This is an optimization exercise on Yosys and OpenROAD, whose aim is small area, a short achievable clock period and few clock cycles per item, not a production implementation. RTL that was checked went through simulation tests only; none was proved equivalent to the original. Power is estimated from default activity; no workload was simulated.

Setup of v21:
Design matrix_rotate_clockwise_core, start of the top module:
module matrix_rotate_clockwise_core (
    input  wire logic                  i_clk,
    input  wire logic                  i_rst_n,
    input  wire logic                  i_cfg_valid,
    output logic                       o_cfg_ready,
    input  wire logic [3:0]            i_cfg_matrix_dim,
    input  wire logic                  i_elem_valid,
    output logic                       o_elem_ready,
    input  wire logic [31:0]           i_elem_element_in,
    output logic                       o_rot_valid,
    input  wire logic                  i_rot_ready,
    output logic [31:0]                o_rot_element_out,
    output logic                       o_rot_last_of_matrix
);
For scale: roughly 4500 cells after synthesis, roughly 2100 flip-flops, roughly 77 I/O pins, about 79000 um2 of cells after synthesis.
Settings: LEC_CHECK=0, CAP_MARGIN=20, CORE_MARGIN=2, CORE_UTILIZATION=40, PLACE_DENSITY=0.6, SLEW_MARGIN=20; clock period 5.0 ns.
run.sh (not shown) runs the stock make flow with config.mk's settings and CLKGATE_MAP_FILE= SYNTH_SCRIPT=/design/flow/synth_recipe.tcl, a recipe that flattens the netlist after the stock synthesis.
### v21 -> v27
- an added SETUP_SLACK_MARGIN of 3.0
### Flow results
NOTE: post-placement cell area in v27 exceeds that of v21. On minimum hold slack, v21 and v27 are neck and neck. Lower pin slew with the least headroom to its limit goes to v27 over v21. When v27 is measured against v21, its core occupancy in the finished layout turns out 3.5 points higher. Taking v21 as the reference, in v27 post-layout minimum cycle time went down 0.77 ns; power per standard cell area now sits lower; setup skew after layout roughly the same; logic depth of the worst setup path including buffers moved up.
Function was not checked in any run of this note: the RTL went through the layout flow alone.

========
north:
Another version of the RTL of matrix_rotate_clockwise_core (not shown whole).
For scale: roughly 4600 cells after synthesis, about 2200 flip-flops, about 77 I/O pins, about 0.082 mm² of cells after synthesis.
export LEC_CHECK = 0
export CAP_MARGIN = 20
export CORE_MARGIN = 2
export CORE_UTILIZATION = 65
export CTS_CLUSTER_DIAMETER = 100
export CTS_CLUSTER_SIZE = 30
export PLACE_DENSITY = 0.78
export SETUP_SLACK_MARGIN = 2.5
export SLEW_MARGIN = 20
export SYNTH_HIERARCHICAL = 1
export SYNTH_MINIMUM_KEEP_SIZE = 0
export TNS_END_PERCENT = 5
create_clock -name core_clock -period 5.0 [get_ports {i_clk}]
standard.sh (not shown) runs the stock make flow with config.mk's settings and CLKGATE_MAP_FILE= SYNTH_SCRIPT=/design/flow/synth_recipe.tcl, a recipe that flattens the netlist after the stock synthesis.
==> flow/flow/run.sh <==
#!/bin/bash
# Standard layout (the standard.sh, unchanged synthesis) with one change:
# port buffers are plain sky130_fd_sc_hd__buf_4 cells instead of the delay
# buffer buffer_ports picks by default. Every port still gets a buffer.
set -euo pipefail
bash standard.sh synth > synth.log 2>&1
bash standard.sh "BUFFER_PORTS_ARGS=-buffer_cell sky130_fd_sc_hd__buf_4" finish > layout.log 2>&1
The flow did not stop early for north: all stages ran, and the layout cleared the timing, design-rule and antenna checks.
What south does differently from north at the input level:
Settings: CORE_UTILIZATION now 55, was 65; PLACE_DENSITY now 0.7, was 0.78.
--- outcome ---
- For north, the destination of the critical timing path was r_odata[29], unlike south, where it was r_odata[12].
- Sort south and north by end-of-flow core utilization, ascending, and south comes first.
- First-iteration DRC count went down by more than 10% going from north to south.
- Against north, south comes in 301 higher on number of cells after detailed placement.
- Against north, total internal power in south came out worse.
- When south is set beside north, its synthesis-to-layout area growth turns out to be 0.43 points larger.
- Re area of the mapped netlist: no difference whatsoever between south and north.
- For static leakage power, south and north come out practically identical.
- Between south and north, it is south whose per-cell via count in the routed design is lower, by 6.0%.
No functional check of the RTL was part of any run of this note.

========
Setup of the previous run:
Another version of the RTL of matrix_rotate_clockwise_core (not shown whole).
For scale: ~4500 cells after synthesis, ~2200 flip-flops, roughly 77 I/O pins, ~81000 µm² of cells after synthesis.
Settings: LEC_CHECK=0, CAP_MARGIN=20, CORE_MARGIN=2, CORE_UTILIZATION=55, CTS_CLUSTER_DIAMETER=100, CTS_CLUSTER_SIZE=30, PLACE_DENSITY=0.7, SETUP_SLACK_MARGIN=2.8, SLEW_MARGIN=20, SYNTH_HIERARCHICAL=1, SYNTH_MINIMUM_KEEP_SIZE=0, TNS_END_PERCENT=5; clock period 5.0 ns.
Scripts as last shown in full above: flow/flow/run.sh
Testbench counts of the previous run, summed over its fixed seeds: cycles 13,066, items 11,148.
Relative to the previous run, the following input files were edited for the current run:
- SETUP_SLACK_MARGIN: 2.8 -> 2.5
Results
- The net switching share of the total power of the current run is lower than that of the previous run.
- Relative to the previous run, post-placement worst setup slack has gone up in the current run.
- The current run vs the previous run — detailed-router iteration count before antenna repair rose 1.
- Wire length after detailed routing (the current run / the previous run): 0.938

## re-timing with driven ports
No port has a modelled driver above. Below, the same layouts with a new extraction and two added sets of constraints. Step 1: set_driving_cell puts a clkbuf_16 on i_clk and a buf_2 on each other input, an assumption about the parent block. Step 2 moves the port delays by t, midway between the first and last clock arrival at a register: inputs arrive t later, outputs are due t later. That takes back most of the time a late clock gives input paths. a / b / c = ideal / step 1 / step 2; a / b = the first two.
run | t, ns | slack for setup (ns) | hold slack, ns | slew at the worst register clock pin (ns)
v21 | 0.933 | 1.069 / 1.069 / 0.802 | 0.470 / 0.455 / 0.470 | 0.07 / 0.07
v27 | 0.951 | 1.840 / 1.840 / 1.509 | 0.472 / 0.447 / 0.472 | 0.07 / 0.07
north | 0.805 | 2.268 / 2.268 / 1.658 | 0.476 / 0.476 / 0.476 | 0.12 / 0.12
south | 0.806 | 2.326 / 2.326 / 1.704 | 0.476 / 0.476 / 0.476 | 0.12 / 0.12
the previous run | 0.823 | 2.431 / 2.431 / 1.753 | 0.472 / 0.472 / 0.472 | 0.12 / 0.12
the current run | 0.811 | 2.367 / 2.367 / 1.818 | 0.478 / 0.478 / 0.478 | 0.12 / 0.12
After both steps every run listed still meets setup and hold. The setup slack of the previous run, which loses most, moves by 0.000 ns with the drivers and by -0.678 ns with both steps.
